Source: an optimization exercise on an open RTL-to-GDS flow (aim: small area). Production flows keep margins and buffers that such runs may drop.
In this exercise RTL edits were held to simulation tests only and were not proved equivalent to the original.
No activity file was given, so power comes from the tool's default toggle rates.

== run R ==
## dmaController
module dmaController (
  input  logic         clk,
  input  logic         rst_b,
  input  logic [63:0]  ctrl,
  input  logic [127:0] srcAddr,
  input  logic [127:0] dstAddr,
  input  logic [55:0]  unitCount,
  input  logic [3:0]   startReq,
  input  logic         memWait,
  input  logic [31:0]  rdata,
  output logic [31:0]  addr,
  output logic [31:0]  wdata,
  output logic [1:0]   size,
  output logic         wen,
  output logic         busActive,
  output logic [3:0]   irq,
  output logic [3:0]   disableDma
);
export LEC_CHECK = 0
export CAP_MARGIN = 20
export CORE_MARGIN = 2
export CORE_UTILIZATION = 55
export SLEW_MARGIN = 20
create_clock -name core_clock -period 8.0 [get_ports {clk}]
standard.sh (not shown) runs the stock make flow with config.mk's settings and CLKGATE_MAP_FILE= SYNTH_SCRIPT=/design/flow/synth_recipe.tcl, a recipe that flattens the netlist after the stock synthesis.
==> flow/flow/run.sh <==
#!/bin/bash
# Standard ORFS layout (the standard.sh, unchanged synthesis), with two changes:
#  - port buffers use the smallest buffer cell (buf_1) instead of buffer_ports' default pick;
#  - clock tree synthesis without dummy balancing loads.
set -euo pipefail
export BUFFER_PORTS_ARGS="-buffer_cell sky130_fd_sc_hd__buf_1"
export CTS_ARGS="-sink_clustering_enable -repair_clock_nets -dont_use_dummy_load"
bash standard.sh > standard.log 2>&1
Run R closes out successfully: all stages finished, all timing, DRC and antenna checks passed.
## Diff of input files: run X against run R
==> flow/run.sh (new file) <==
#!/bin/bash
# synth_recipe.tcl (not shown) runs the flow's synth.tcl, then flattens the netlist and writes it again
# the make line also repeats each setting of config.mk as NAME=value (left out here)
make -C /OpenROAD-flow-scripts/flow DESIGN_CONFIG=/design/flow/config.mk WORK_HOME=/design/flow/orfs CLKGATE_MAP_FILE= SYNTH_SCRIPT=/design/flow/synth_recipe.tcl finish
removed: flow/flow/run.sh
removed: flow/standard.sh
## What came out
Run X was carried through to the last stage, and its layout satisfied the timing, DRC and antenna checks. The count of endpoints failing hold in the final timing report on run X is in line with that on run R. From run R to run X, tapcell count did not move at all. Comparing run R and run X, the higher signed area change from the synthesized netlist to the final layout is on run X. Delta (run X minus run R): utilization went up 8.7 points; portion of total power attributed to the clock network went up 1.9 points; power increased 7.2%.

Setup of build 17:
Starting RTL as in the previous note.
clock: 8.0 ns
lec_check: 0
cap_margin: 20
core_margin: 2
core_utilization: 55
slew_margin: 20
==> flow/flow/run.sh <==
#!/bin/bash
# Layout flow: the standard flow (standard.sh) with three changes.
#  1. After the standard synthesis (unchanged), the combinational logic between
#     the flip-flops is re-mapped by ABC with an area script (remap.tcl). The
#     flip-flops keep their instances, names and cell types.
#  2. Port buffers use the smallest buffer cell (buf_1).
#  3. Clock tree synthesis without dummy balancing loads.
# Each tool's output goes to its own log in this folder.
set -euo pipefail
HERE=$(pwd)
R=$HERE/orfs/results/$FLOW_PLATFORM/dmaController/base
export BUFFER_PORTS_ARGS="-buffer_cell sky130_fd_sc_hd__buf_1"
export CTS_ARGS="-sink_clustering_enable -repair_clock_nets -dont_use_dummy_load"

bash standard.sh synth > synth.log 2>&1
cp $R/1_2_yosys.v $HERE/standard_synth.v
REMAP_LIB=$FLOW_HOME/platforms/sky130hd/lib/sky130_fd_sc_hd__tt_025C_1v80.lib \
REMAP_DONT_USE=$HERE/flow/dontuse.txt \
REMAP_IN=$HERE/standard_synth.v \
REMAP_TOP=$FLOW_TOP \
REMAP_SCRIPT=$HERE/flow/remap.abc \
REMAP_STAT=$HERE/remap_stat.txt \
REMAP_OUT=$HERE/remapped.v \
  yosys -c $HERE/flow/remap.tcl > remap.log 2>&1
# same flip-flops as the standard synthesis, or stop
grep -o 'sky130_fd_sc_hd__[a-z]*df[a-z0-9_]* [^ ]*' standard_synth.v | sort > regs_standard.txt
grep -o 'sky130_fd_sc_hd__[a-z]*df[a-z0-9_]* [^ ]*' remapped.v | sort > regs_remapped.txt
cmp regs_standard.txt regs_remapped.txt
cp remapped.v $R/1_2_yosys.v
rm -f $R/1_synth.odb $R/1_synth.sdc
bash standard.sh > standard.log 2>&1
Other scripts of this flow, unchanged in this note and not shown: flow/flow/dontuse.txt, flow/flow/remap.abc, flow/flow/remap.tcl
Build 17 ended with every stage complete and zero timing, DRC or antenna violations.
Modified inputs, build 48 compared to build 17
Settings: swapping 55 for 65 in CORE_UTILIZATION.
diff --git a/flow/flow/run.sh b/flow/flow/run.sh
--- a/flow/flow/run.sh
+++ b/flow/flow/run.sh
@@ -6,3 +6,4 @@
 #  2. Port buffers use the smallest buffer cell (buf_1).
-#  3. Clock tree synthesis without dummy balancing loads.
+#  3. Clock tree synthesis without dummy balancing loads, with clusters of up
+#     to 20 flip-flops within 80 um.
 # Each tool's output goes to its own log in this folder.
@@ -12,3 +13,3 @@
 export BUFFER_PORTS_ARGS="-buffer_cell sky130_fd_sc_hd__buf_1"
-export CTS_ARGS="-sink_clustering_enable -repair_clock_nets -dont_use_dummy_load"
+export CTS_ARGS="-sink_clustering_enable -repair_clock_nets -dont_use_dummy_load -sink_clustering_size 20 -sink_clustering_max_diameter 80"
 
--- outcome ---
Number of detailed-route iterations in the first pass: build 48 vs build 17 up 1. Count of clock-buffer cells in the layout: build 48 < build 17. Minimum clock period after layout, build 48 and build 17: higher on build 17. Comparing the two runs side by side, build 48 comes out behind build 17 on first-pass GRT wire length.
Input changes introduced in build 36 (baseline for comparison: build 48):
Settings: SLEW_MARGIN changed from 20 to 5; CAP_MARGIN changed from 20 to 5.
==> notes.md <==
Build 36 went all the way through the flow, and no timing, DRC or antenna check failed. From build 36 to build 48, global-route wire length before repair did not move at all. For combinational fraction of design power, build 48 and build 36 come out practically identical. Status: non-clock inverter total of the final layout parity (build 48, build 36). [compare] base=build 48 new=build 36: portion of total power attributed to sequential cells held steady; worst-case setup margin in the final layout level. Build 36 and build 48 ended up with roughly the same summed instance area of the synthesized netlist.

## wip/xenon
dmaController, a different RTL version from the one above (not shown whole).
Size: about 2,800 cells after synthesis, roughly 490 I/O pins, about 23,000 um2 of cells after synthesis.
Settings: LEC_CHECK=0, ABC_AREA=1, CAP_MARGIN=20, CORE_MARGIN=2, CORE_UTILIZATION=55, SLEW_MARGIN=20; clock period 8.0 ns.
run.sh (not shown) runs the stock make flow with config.mk's settings and CLKGATE_MAP_FILE= SYNTH_SCRIPT=/design/flow/synth_recipe.tcl, a recipe that flattens the netlist after the stock synthesis.
Stock flow here: none of the scripts above is used.
### wip/xenon -> wip/harbor
- setting CTS_BUF_LIST to sky130_fd_sc_hd__clkbuf_2 for the first time
- removing ABC_AREA (formerly 1)
[summary]
- Fraction of the mapped netlist area in adder cells: wip/xenon vs wip/harbor, no meaningful difference
- Share of the synthesized netlist area taken by xor and xnor gates in wip/harbor is 1.9 points higher than in wip/xenon
- Clock power shrinks by more than a quarter when moving from wip/xenon to wip/harbor.
- wip/harbor vs wip/xenon — routed wire length on met3 dropped by more than a quarter
- wip/harbor vs wip/xenon on number of nets in the synthesized netlist: wip/harbor is the lower one.
- Against wip/xenon, wip/harbor comes in 885 lower on cell count.
Input changes introduced in wip/ember (baseline for comparison: wip/harbor):
- changing CTS_BUF_LIST from sky130_fd_sc_hd__clkbuf_2 to sky130_fd_sc_hd__clkbuf_4
--- outcome ---
- Count of clock-buffer cells in the layout: wip/ember > wip/harbor
- Looking at layout overhead on the synthesized area, wip/ember sits 2.3 points higher than wip/harbor does.
- Between wip/harbor and wip/ember, least setup slack across all paths after layout increased.
- Core utilization, wip/harbor and wip/ember: higher on wip/ember
- wip/ember against wip/harbor: routed wire length neither gained nor lost much, internal power component went up by 6.8%.

== oak ==
Another version of the RTL of dmaController (not shown whole).
For scale: ~1700 cells after synthesis, roughly 490 I/O pins, roughly 0.017 mm^2 of cells after synthesis.
clock: 8.0 ns
lec_check: 0
cap_margin: 20
core_margin: 2
core_utilization: 75
slew_margin: 20
standard.sh (not shown) runs the stock make flow with config.mk's settings and CLKGATE_MAP_FILE= SYNTH_SCRIPT=/design/flow/synth_recipe.tcl, a recipe that flattens the netlist after the stock synthesis.
==> flow/flow/run.sh <==
#!/bin/bash
# Layout flow: the standard flow (standard.sh) with three changes.
#  1. After the standard synthesis (unchanged), the combinational logic between
#     the flip-flops is re-mapped by ABC with area scripts (remap.tcl, one run
#     per remap*.abc script; the smallest result is kept). The flip-flops keep
#     their instances, names and cell types.
#  2. Port buffers use the smallest buffer cell (buf_1).
#  3. Clock tree synthesis with clkbuf_4 buffers, clusters of up to 8
#     flip-flops within 50 um, and no dummy balancing loads.
# Each tool's output goes to its own log in this folder.
set -euo pipefail
HERE=$(pwd)
R=$HERE/orfs/results/$FLOW_PLATFORM/dmaController/base
export BUFFER_PORTS_ARGS="-buffer_cell sky130_fd_sc_hd__buf_1"
export CTS_ARGS="-sink_clustering_enable -repair_clock_nets -dont_use_dummy_load -buf_list sky130_fd_sc_hd__clkbuf_4 -sink_clustering_size 8 -sink_clustering_max_diameter 50"

bash standard.sh synth > synth.log 2>&1
cp $R/1_2_yosys.v $HERE/standard_synth.v
grep -o 'sky130_fd_sc_hd__[a-z]*df[a-z0-9_]* [^ ]*' standard_synth.v | sort > regs_standard.txt
best=""
best_area=""
for s in $HERE/flow/remap*.abc; do
  n=$(basename $s .abc)
  REMAP_LIB=$FLOW_HOME/platforms/sky130hd/lib/sky130_fd_sc_hd__tt_025C_1v80.lib \
  REMAP_DONT_USE=$HERE/flow/dontuse.txt \
  REMAP_IN=$HERE/standard_synth.v \
  REMAP_TOP=$FLOW_TOP \
  REMAP_SCRIPT=$s \
  REMAP_STAT=$HERE/${n}_stat.txt \
  REMAP_OUT=$HERE/${n}.v \
    yosys -c $HERE/flow/remap.tcl > ${n}.log 2>&1 || continue
  # same flip-flops as the standard synthesis, or skip this result
  grep -o 'sky130_fd_sc_hd__[a-z]*df[a-z0-9_]* [^ ]*' ${n}.v | sort > regs_${n}.txt
  cmp -s regs_standard.txt regs_${n}.txt || continue
  a=$(grep 'Chip area' ${n}_stat.txt | awk '{print $NF}')
  echo "$n $a" >> remap_areas.txt
  if [[ -z "$best" ]] || awk -v a="$a" -v b="$best_area" 'BEGIN{exit !(a < b)}'; then
    best=$n; best_area=$a
  fi
done
echo "chosen $best $best_area" >> remap_areas.txt
if [[ -n "$best" ]]; then
  cp ${best}.v $R/1_2_yosys.v
  rm -f $R/1_synth.odb $R/1_synth.sdc
fi
bash standard.sh > standard.log 2>&1
Other scripts of this flow, unchanged in this note and not shown: flow/flow/dontuse.txt, flow/flow/remap.tcl, flow/flow/remap1.abc, flow/flow/remap2.abc, flow/flow/remap3.abc, flow/flow/remap4.abc
In summary, oak completed successfully, with a layout that passed the timing, DRC and antenna checks.
Here is what was changed in the inputs of pine compared with oak.
Settings: CORE_UTILIZATION now 65, was 75.
[summary]
- Smallest hold slack: oak and pine compared, lower one is pine
- pine ended with less actual slew at the worst max-slew pin than oak.
- Compared with oak, in pine placer's final routability congestion estimate down 0.15; total internal power flat.
- Going from oak to pine, clock network power share went up 0.4 points; power consumption went down 0.20 mW; critical path depth went down 3; fraction of area in non-clock buffers held.
- Diff oak and pine: combinational power higher in oak
- The run with more setup slack is pine; oak has less.
- For pine, the cell with the largest stage delay on the worst path was sky130_fd_sc_hd__dfrtp_2, unlike oak, where it was sky130_fd_sc_hd__nor3_1.

-- static timing again, ports no longer ideal --
The flow's constraints put no driver on any port. The routed layouts listed below were extracted and timed again, unchanged, in two steps.
Step 1 sets driving cells, clkbuf_16 on the clock port and buf_2 on the other inputs (assumed; they add their load-dependent delay and slew).
Step 2 also shifts input and output timing later by t, the mid clock arrival at the registers, as if the neighbouring blocks saw the same clock.
a / b / c = ideal ports / drivers / drivers and shift; a / b = the first two.
run | t (ns) | setup slack, ns | latest minus earliest clock arrival (ns)
run R | 0.621 | 2.306 / 2.306 / 1.922 | 0.039 / 0.038
run X | 0.616 | 2.123 / 2.097 / 1.637 | 0.018 / 0.018
build 17 | 0.591 | 1.680 / 1.680 / 1.645 | 0.042 / 0.042
build 48 | 0.586 | 1.804 / 1.799 / 1.213 | 0.047 / 0.047
build 36 | 0.586 | 1.804 / 1.799 / 1.213 | 0.047 / 0.047
wip/xenon | 0.645 | 1.525 / 1.470 / 1.505 | 0.032 / 0.032
wip/harbor | 1.138 | 1.350 / 1.295 / 1.323 | 0.068 / 0.068
wip/ember | 0.875 | 1.650 / 1.598 / 1.269 | 0.052 / 0.053
oak | 0.795 | 0.599 / 0.599 / 0.104 | 0.099 / 0.099
pine | 0.766 | 1.107 / 1.107 / 0.430 | 0.052 / 0.051
After both steps every run listed still meets setup and hold. The setup slack of pine, which loses most, moves by 0.000 ns with the drivers and by -0.677 ns with both steps.
